Background: an optimization exercise with open tools, aiming at small area. Do not read the settings as production practice.
At most, simulation tests tie the RTL to the original design; equivalence was not proved.
Power is estimated from default activity; no workload was simulated.

Setup of exp/willow:
==> flow/design.v <==
`timescale 1ns/1ps
package us_reg_pkg;
	typedef logic [11:0] apb_addr_t;   
	typedef logic [31:0] apb_data_t;
	typedef logic [10:0] mux_cnt_t;    
	localparam apb_addr_t REG_CTRL     = 12'h000;   
	localparam apb_addr_t REG_STATUS   = 12'h004;   
	localparam apb_addr_t REG_NUM_BITS = 12'h008;   
	localparam apb_addr_t REG_TX0      = 12'h00C;   
	localparam apb_addr_t REG_TX1      = 12'h010;   
	localparam apb_addr_t REG_TX2      = 12'h014;   
	localparam apb_addr_t REG_RX0      = 12'h018;   
	localparam apb_addr_t REG_RX1      = 12'h01C;
	localparam apb_addr_t REG_RX2      = 12'h020;
	localparam apb_addr_t REG_TX_LEN   = 12'h024;   
	localparam apb_addr_t REG_INIT_DLY = 12'h028;   
	localparam apb_addr_t REG_SAMPLES  = 12'h02C;   
	localparam apb_addr_t REG_MUX      = 12'h030;   
	localparam int CTRL_SPI_START   = 0;   
	localparam int CTRL_ACQ_START   = 1;   
	localparam int CTRL_PULSER_EN   = 2;
	localparam int CTRL_TXRX_SPI_EN = 3;
	localparam int CTRL_TXRX_SW_OFF = 4;
	localparam int CTRL_BF_RESET    = 5;
endpackage
`timescale 1ns/1ps
package us_acq_pkg;
	localparam int BF_WORD_W = 70;               
	typedef logic [BF_WORD_W-1:0] bf_word_t;
	typedef logic [7:0]           bit_count_t;   
	typedef logic [31:0]          delay_t;       
	typedef enum logic [1:0] {
		SPI_IDLE,
		SPI_WAIT,    
		SPI_SHIFT,   
		SPI_DONE     
	} spi_state_e;
	typedef enum logic [1:0] {
		ACQ_IDLE,
		ACQ_WAIT,    
		ACQ_RUN      
	} acq_state_e;
endpackage
`timescale 1ns/1ps
module us_ctrl_top
#(
	parameter int START_DELAY = 10,   
	parameter int SCK_HALF    = 2     
) (
	input  logic      clk,
	input  logic      rst_n,
	input  logic      psel,
	input  logic      penable,
	input  logic      pwrite,
	input  us_reg_pkg::apb_addr_t paddr,
	input  us_reg_pkg::apb_data_t pwdata,
	output us_reg_pkg::apb_data_t prdata,
	output logic      pready,
	output logic      pslverr,
	output logic      bf_spi_cs_n,
	output logic      bf_spi_sck,
	output logic      bf_spi_sdo,
	input  logic      bf_spi_sdi,
	output logic      bf_tx_en,
	output logic      fifo_en,
	output logic      pulser_en,
	output logic      txrx_spi_en,
	output logic      txrx_sw_off,
	output logic      bf_reset,
	output us_reg_pkg::mux_cnt_t  mux_cnt
);
	localparam int W   = us_acq_pkg::BF_WORD_W;   
	localparam int DLY_W = $clog2(START_DELAY + 1);
	assign pready = 1'b1;   
	logic wr_acc, rd_acc, wr_ctrl, status_rd;
	logic spi_start, acq_start;
	logic [W-1:0] tx_word;
	logic [7:0]   num_bits;
	logic [31:0]  tx_len, init_dly, samples;
	assign wr_acc    = psel & penable & pwrite;
	assign rd_acc    = psel & penable & ~pwrite;
	assign wr_ctrl   = wr_acc && (paddr == us_reg_pkg::REG_CTRL);
	assign status_rd = rd_acc && (paddr == us_reg_pkg::REG_STATUS);
	always_ff @(posedge clk or negedge rst_n) begin
		if (!rst_n) begin
			spi_start <= 1'b0;
			acq_start <= 1'b0;
		end else begin
			spi_start <= wr_ctrl & pwdata[us_reg_pkg::CTRL_SPI_START];
			acq_start <= wr_ctrl & pwdata[us_reg_pkg::CTRL_ACQ_START];
		end
	end
	always_ff @(posedge clk or negedge rst_n) begin
		if (!rst_n) begin
			pulser_en   <= 1'b0;
			txrx_spi_en <= 1'b0;
			txrx_sw_off <= 1'b0;
			bf_reset    <= 1'b0;
			mux_cnt     <= '0;
		end else if (wr_acc) begin
			if (paddr == us_reg_pkg::REG_CTRL) begin
				pulser_en   <= pwdata[us_reg_pkg::CTRL_PULSER_EN];
				txrx_spi_en <= pwdata[us_reg_pkg::CTRL_TXRX_SPI_EN];
				txrx_sw_off <= pwdata[us_reg_pkg::CTRL_TXRX_SW_OFF];
				bf_reset    <= pwdata[us_reg_pkg::CTRL_BF_RESET];
			end
			if (paddr == us_reg_pkg::REG_MUX) mux_cnt <= pwdata[10:0];
		end
	end
	logic [31:0] tx0_r, tx1_r, tx_len_r, init_dly_r, samples_r;
	logic [W-65:0] tx2_r;
	logic [7:0]  num_bits_r;
	logic v_tx0, v_tx1, v_tx2, v_nb, v_len, v_dly, v_smp;
	always_ff @(posedge clk) begin
		if (wr_acc) begin
			case (paddr)
				us_reg_pkg::REG_NUM_BITS: num_bits_r <= pwdata[7:0];
				us_reg_pkg::REG_TX0:      tx0_r <= pwdata;
				us_reg_pkg::REG_TX1:      tx1_r <= pwdata;
				us_reg_pkg::REG_TX2:      tx2_r <= pwdata[W-65:0];
				us_reg_pkg::REG_TX_LEN:   tx_len_r <= pwdata;
				us_reg_pkg::REG_INIT_DLY: init_dly_r <= pwdata;
				us_reg_pkg::REG_SAMPLES:  samples_r <= pwdata;
				default: ;
			endcase
		end
	end
	always_ff @(posedge clk or negedge rst_n) begin
		if (!rst_n) begin
			{v_tx0, v_tx1, v_tx2, v_nb, v_len, v_dly, v_smp} <= '0;
		end else if (wr_acc) begin
			case (paddr)
				us_reg_pkg::REG_NUM_BITS: v_nb  <= 1'b1;
				us_reg_pkg::REG_TX0:      v_tx0 <= 1'b1;
				us_reg_pkg::REG_TX1:      v_tx1 <= 1'b1;
				us_reg_pkg::REG_TX2:      v_tx2 <= 1'b1;
				us_reg_pkg::REG_TX_LEN:   v_len <= 1'b1;
				us_reg_pkg::REG_INIT_DLY: v_dly <= 1'b1;
				us_reg_pkg::REG_SAMPLES:  v_smp <= 1'b1;
				default: ;
			endcase
		end
	end
	assign tx_word  = {tx2_r & {(W-64){v_tx2}}, tx1_r & {32{v_tx1}}, tx0_r & {32{v_tx0}}};
	assign num_bits = num_bits_r & {8{v_nb}};
	assign tx_len   = tx_len_r & {32{v_len}};
	assign init_dly = init_dly_r & {32{v_dly}};
	assign samples  = samples_r & {32{v_smp}};
	typedef enum logic [1:0] {
		SPI_IDLE  = 2'b00,
		SPI_WAIT  = 2'b01,
		SPI_SHIFT = 2'b11,
		SPI_DONE  = 2'b10
	} spi_st_e;
	spi_st_e      spi_st;
	logic [DLY_W-1:0] spi_dly;
	logic         half;       
	logic [6:0]   bit_cnt;    
	logic [6:0]   bit_total;  
	logic [W-1:0] sreg;       
	logic [W:0]   sreg_x;
	logic [6:0]   len_eff;
	logic         spi_sel;    
	logic         spi_rise, spi_fall, spi_last;
	logic         spi_busy, spi_done;
	assign len_eff  = (num_bits == 8'd0 || num_bits > 8'(W)) ? 7'(W) : num_bits[6:0];
	assign sreg_x   = {sreg, 1'b0};
	assign spi_sel  = sreg_x[bit_total];
	assign spi_rise = (spi_st == SPI_SHIFT) & half & ~bf_spi_sck;
	assign spi_fall = (spi_st == SPI_SHIFT) & half & bf_spi_sck;
	assign spi_last = (bit_cnt == bit_total);
	assign spi_busy = (spi_st != SPI_IDLE);
	assign spi_done = (spi_st == SPI_DONE);
	assign bf_spi_cs_n = (spi_st != SPI_SHIFT);
	always_ff @(posedge clk or negedge rst_n) begin
		if (!rst_n) begin
			spi_st     <= SPI_IDLE;
			half       <= 1'b0;
			bf_spi_sck <= 1'b0;
			bf_spi_sdo <= 1'b0;
			bit_cnt    <= '0;
		end else begin
			case (spi_st)
				SPI_IDLE: if (spi_start) begin
					spi_st  <= SPI_WAIT;
					bit_cnt <= '0;
				end
				SPI_WAIT: if (spi_dly == DLY_W'(START_DELAY - 1)) begin
					spi_st     <= SPI_SHIFT;
					bf_spi_sdo <= spi_sel;
				end
				SPI_SHIFT: begin
					half <= ~half;
					if (half) begin
						bf_spi_sck <= ~bf_spi_sck;
						if (!bf_spi_sck) begin
							bit_cnt <= bit_cnt + 1'b1;
						end else if (spi_last) begin
							spi_st     <= SPI_DONE;
							bf_spi_sdo <= 1'b0;
						end else begin
							bf_spi_sdo <= spi_sel;
						end
					end
				end
				default: spi_st <= SPI_IDLE;
			endcase
		end
	end
	always_ff @(posedge clk) begin
		if (spi_st == SPI_IDLE && spi_start) begin
			sreg      <= tx_word;
			bit_total <= len_eff;
			spi_dly   <= '0;
		end else begin
			if (spi_st == SPI_WAIT)
				spi_dly <= spi_dly + 1'b1;
			if (spi_rise)
				sreg <= {sreg[W-2:0], bf_spi_sdi};
		end
	end
	logic [W-1:0] rx_word;
	always_comb begin
		for (int i = 0; i < W; i++)
			rx_word[i] = sreg[i] & (bit_cnt > 7'(i));
	end
	typedef enum logic [1:0] {
		ACQ_IDLE = 2'b00,
		ACQ_WAIT = 2'b01,
		ACQ_RUN  = 2'b11,
		ACQ_DONE = 2'b10    
	} acq_st_e;
	acq_st_e      acq_st;
	logic [DLY_W-1:0] acq_dly;
	logic [31:0]  tx_rem, dly_rem, smp_rem;
	logic         tx_nz, dly_nz, smp_nz, acq_run;
	logic         acq_busy, acq_done, acq_go;
	assign tx_nz    = (tx_rem != '0);
	assign dly_nz   = (dly_rem != '0);
	assign smp_nz   = (smp_rem != '0);
	assign acq_run  = (acq_st == ACQ_RUN);
	assign acq_busy = acq_st[0];
	assign acq_done = (acq_st == ACQ_DONE);
	assign acq_go   = ~acq_st[0] & acq_start;
	assign bf_tx_en = acq_run & tx_nz;
	assign fifo_en  = acq_run & ~dly_nz & smp_nz;
	always_ff @(posedge clk or negedge rst_n) begin
		if (!rst_n) begin
			acq_st <= ACQ_IDLE;
		end else begin
			case (acq_st)
				ACQ_WAIT: if (acq_dly == DLY_W'(START_DELAY - 1)) acq_st <= ACQ_RUN;
				ACQ_RUN:  if (!tx_nz && !smp_nz) acq_st <= ACQ_DONE;
				default:  acq_st <= acq_start ? ACQ_WAIT : ACQ_IDLE;
			endcase
		end
	end
	logic        acq_dec_tx, acq_dec_dly, acq_dec_smp;
	logic [31:0] tx_tog, dly_tog, smp_tog;
	assign acq_dec_tx  = acq_run & tx_nz;
	assign acq_dec_dly = acq_run & dly_nz;
	assign acq_dec_smp = acq_run & ~dly_nz & smp_nz;
	always_comb begin
		tx_tog[0]  = acq_dec_tx;
		dly_tog[0] = acq_dec_dly;
		smp_tog[0] = acq_dec_smp;
		for (int i = 1; i < 32; i++) begin
			tx_tog[i]  = tx_tog[i-1]  & ~tx_rem[i-1];
			dly_tog[i] = dly_tog[i-1] & ~dly_rem[i-1];
			smp_tog[i] = smp_tog[i-1] & ~smp_rem[i-1];
		end
	end
	always_ff @(posedge clk) begin
		tx_rem  <= acq_go ? tx_len   : (tx_rem ^ tx_tog);
		dly_rem <= acq_go ? init_dly : (dly_rem ^ dly_tog);
		smp_rem <= acq_go ? samples  : (smp_rem ^ smp_tog);
		if (acq_go)
			acq_dly <= '0;
		else if (acq_st == ACQ_WAIT)
			acq_dly <= acq_dly + 1'b1;
	end
	logic spi_flag, acq_flag, addr_hit;
	us_reg_pkg::apb_data_t rdata;
	always_ff @(posedge clk or negedge rst_n) begin
		if (!rst_n) begin
			spi_flag <= 1'b0;
			acq_flag <= 1'b0;
		end else begin
			spi_flag <= spi_done | (spi_flag & ~status_rd);
			acq_flag <= acq_done | (acq_flag & ~status_rd);
		end
	end
	always_comb begin
		rdata    = '0;
		addr_hit = 1'b1;
		case (paddr)
			us_reg_pkg::REG_CTRL: begin
				rdata[us_reg_pkg::CTRL_PULSER_EN]   = pulser_en;
				rdata[us_reg_pkg::CTRL_TXRX_SPI_EN] = txrx_spi_en;
				rdata[us_reg_pkg::CTRL_TXRX_SW_OFF] = txrx_sw_off;
				rdata[us_reg_pkg::CTRL_BF_RESET]    = bf_reset;
			end
			us_reg_pkg::REG_STATUS:   rdata[3:0] = {acq_busy, spi_busy, acq_flag, spi_flag};
			us_reg_pkg::REG_NUM_BITS: rdata[7:0] = num_bits;
			us_reg_pkg::REG_TX0:      rdata = tx_word[31:0];
			us_reg_pkg::REG_TX1:      rdata = tx_word[63:32];
			us_reg_pkg::REG_TX2:      rdata[W-65:0] = tx_word[W-1:64];
			us_reg_pkg::REG_RX0:      rdata = rx_word[31:0];
			us_reg_pkg::REG_RX1:      rdata = rx_word[63:32];
			us_reg_pkg::REG_RX2:      rdata[W-65:0] = rx_word[W-1:64];
			us_reg_pkg::REG_TX_LEN:   rdata = tx_len;
			us_reg_pkg::REG_INIT_DLY: rdata = init_dly;
			us_reg_pkg::REG_SAMPLES:  rdata = samples;
			us_reg_pkg::REG_MUX:      rdata[10:0] = mux_cnt;
			default:                  addr_hit = 1'b0;
		endcase
	end
	assign prdata  = rd_acc ? rdata : '0;
	assign pslverr = rd_acc & ~addr_hit;
endmodule
clock: 6.0 ns
lec_check: 0
cap_margin: 20
core_margin: 2
core_utilization: 40
slew_margin: 20
run.sh (not shown) runs the stock make flow with config.mk's settings and CLKGATE_MAP_FILE= SYNTH_SCRIPT=/design/flow/synth_recipe.tcl, a recipe that flattens the netlist after the stock synthesis.
In exp/willow the implementation ran to completion but is not tape-out ready, as the final checks report negative setup slack.
Setup changes, exp/willow to exp/nickel
--- a/flow/design.v
+++ b/flow/design.v
@@ -261,13 +261,10 @@
 	assign acq_dec_dly = acq_run & dly_nz;
 	assign acq_dec_smp = acq_run & ~dly_nz & smp_nz;
 	always_comb begin
-		tx_tog[0]  = acq_dec_tx;
-		dly_tog[0] = acq_dec_dly;
-		smp_tog[0] = acq_dec_smp;
-		for (int i = 1; i < 32; i++) begin
-			tx_tog[i]  = tx_tog[i-1]  & ~tx_rem[i-1];
-			dly_tog[i] = dly_tog[i-1] & ~dly_rem[i-1];
-			smp_tog[i] = smp_tog[i-1] & ~smp_rem[i-1];
+		for (int i = 0; i < 32; i++) begin
+			tx_tog[i]  = acq_dec_tx  & ((tx_rem  & ((32'd1 << i) - 32'd1)) == '0);
+			dly_tog[i] = acq_dec_dly & ((dly_rem & ((32'd1 << i) - 32'd1)) == '0);
+			smp_tog[i] = acq_dec_smp & ((smp_rem & ((32'd1 << i) - 32'd1)) == '0);
 		end
 	end
 	always_ff @(posedge clk) begin
Notes after the runs:
exp/nickel went all the way through the flow, and no timing, DRC or antenna check failed.
Power per cell area, exp/nickel vs exp/willow: up by a few percent
Lower number of ordinary and repair buffers in the finished layout was reported by exp/nickel, not exp/willow.
Relative to exp/willow, exp/nickel improves sum of net half-perimeters after detailed placement.
The worst endpoint data arrival time number comes out lower for exp/nickel vs exp/willow.
Summary of exp/nickel over exp/willow: register fraction of the total cell area higher, routed length on met3 lower, cell area after layout lower, sequential cell count roughly the same.
No functional check of the RTL was part of exp/nickel.

[port drivers added, routing unchanged]
In the flow no input, the clock included, has a driving cell. The finished layouts below were timed again as built, in two steps.
Step 1 assumes that a clkbuf_16 drives the clock port and a buf_2 every other input.
Step 2 moves the port delays by t, midway between the first and last clock arrival at a register: inputs arrive t later, outputs are due t later. That takes back most of the time a late clock gives input paths.
a / b / c = no drivers / after step 1 / after step 2; a / b = the first two.
run | t, ns | slack for setup (ns) | worst slew at a driven data input, ns | cell pins on the clock port's net
exp/willow | 0.633 | -0.360 / -0.360 / -0.360 | 0.04 | 1
exp/nickel | 0.639 | 0.314 / 0.290 / 0.290 | 0.04 | 1
For exp/nickel, which loses most, drivers alone change the setup slack by -0.024 ns; drivers and shift together by -0.024 ns.
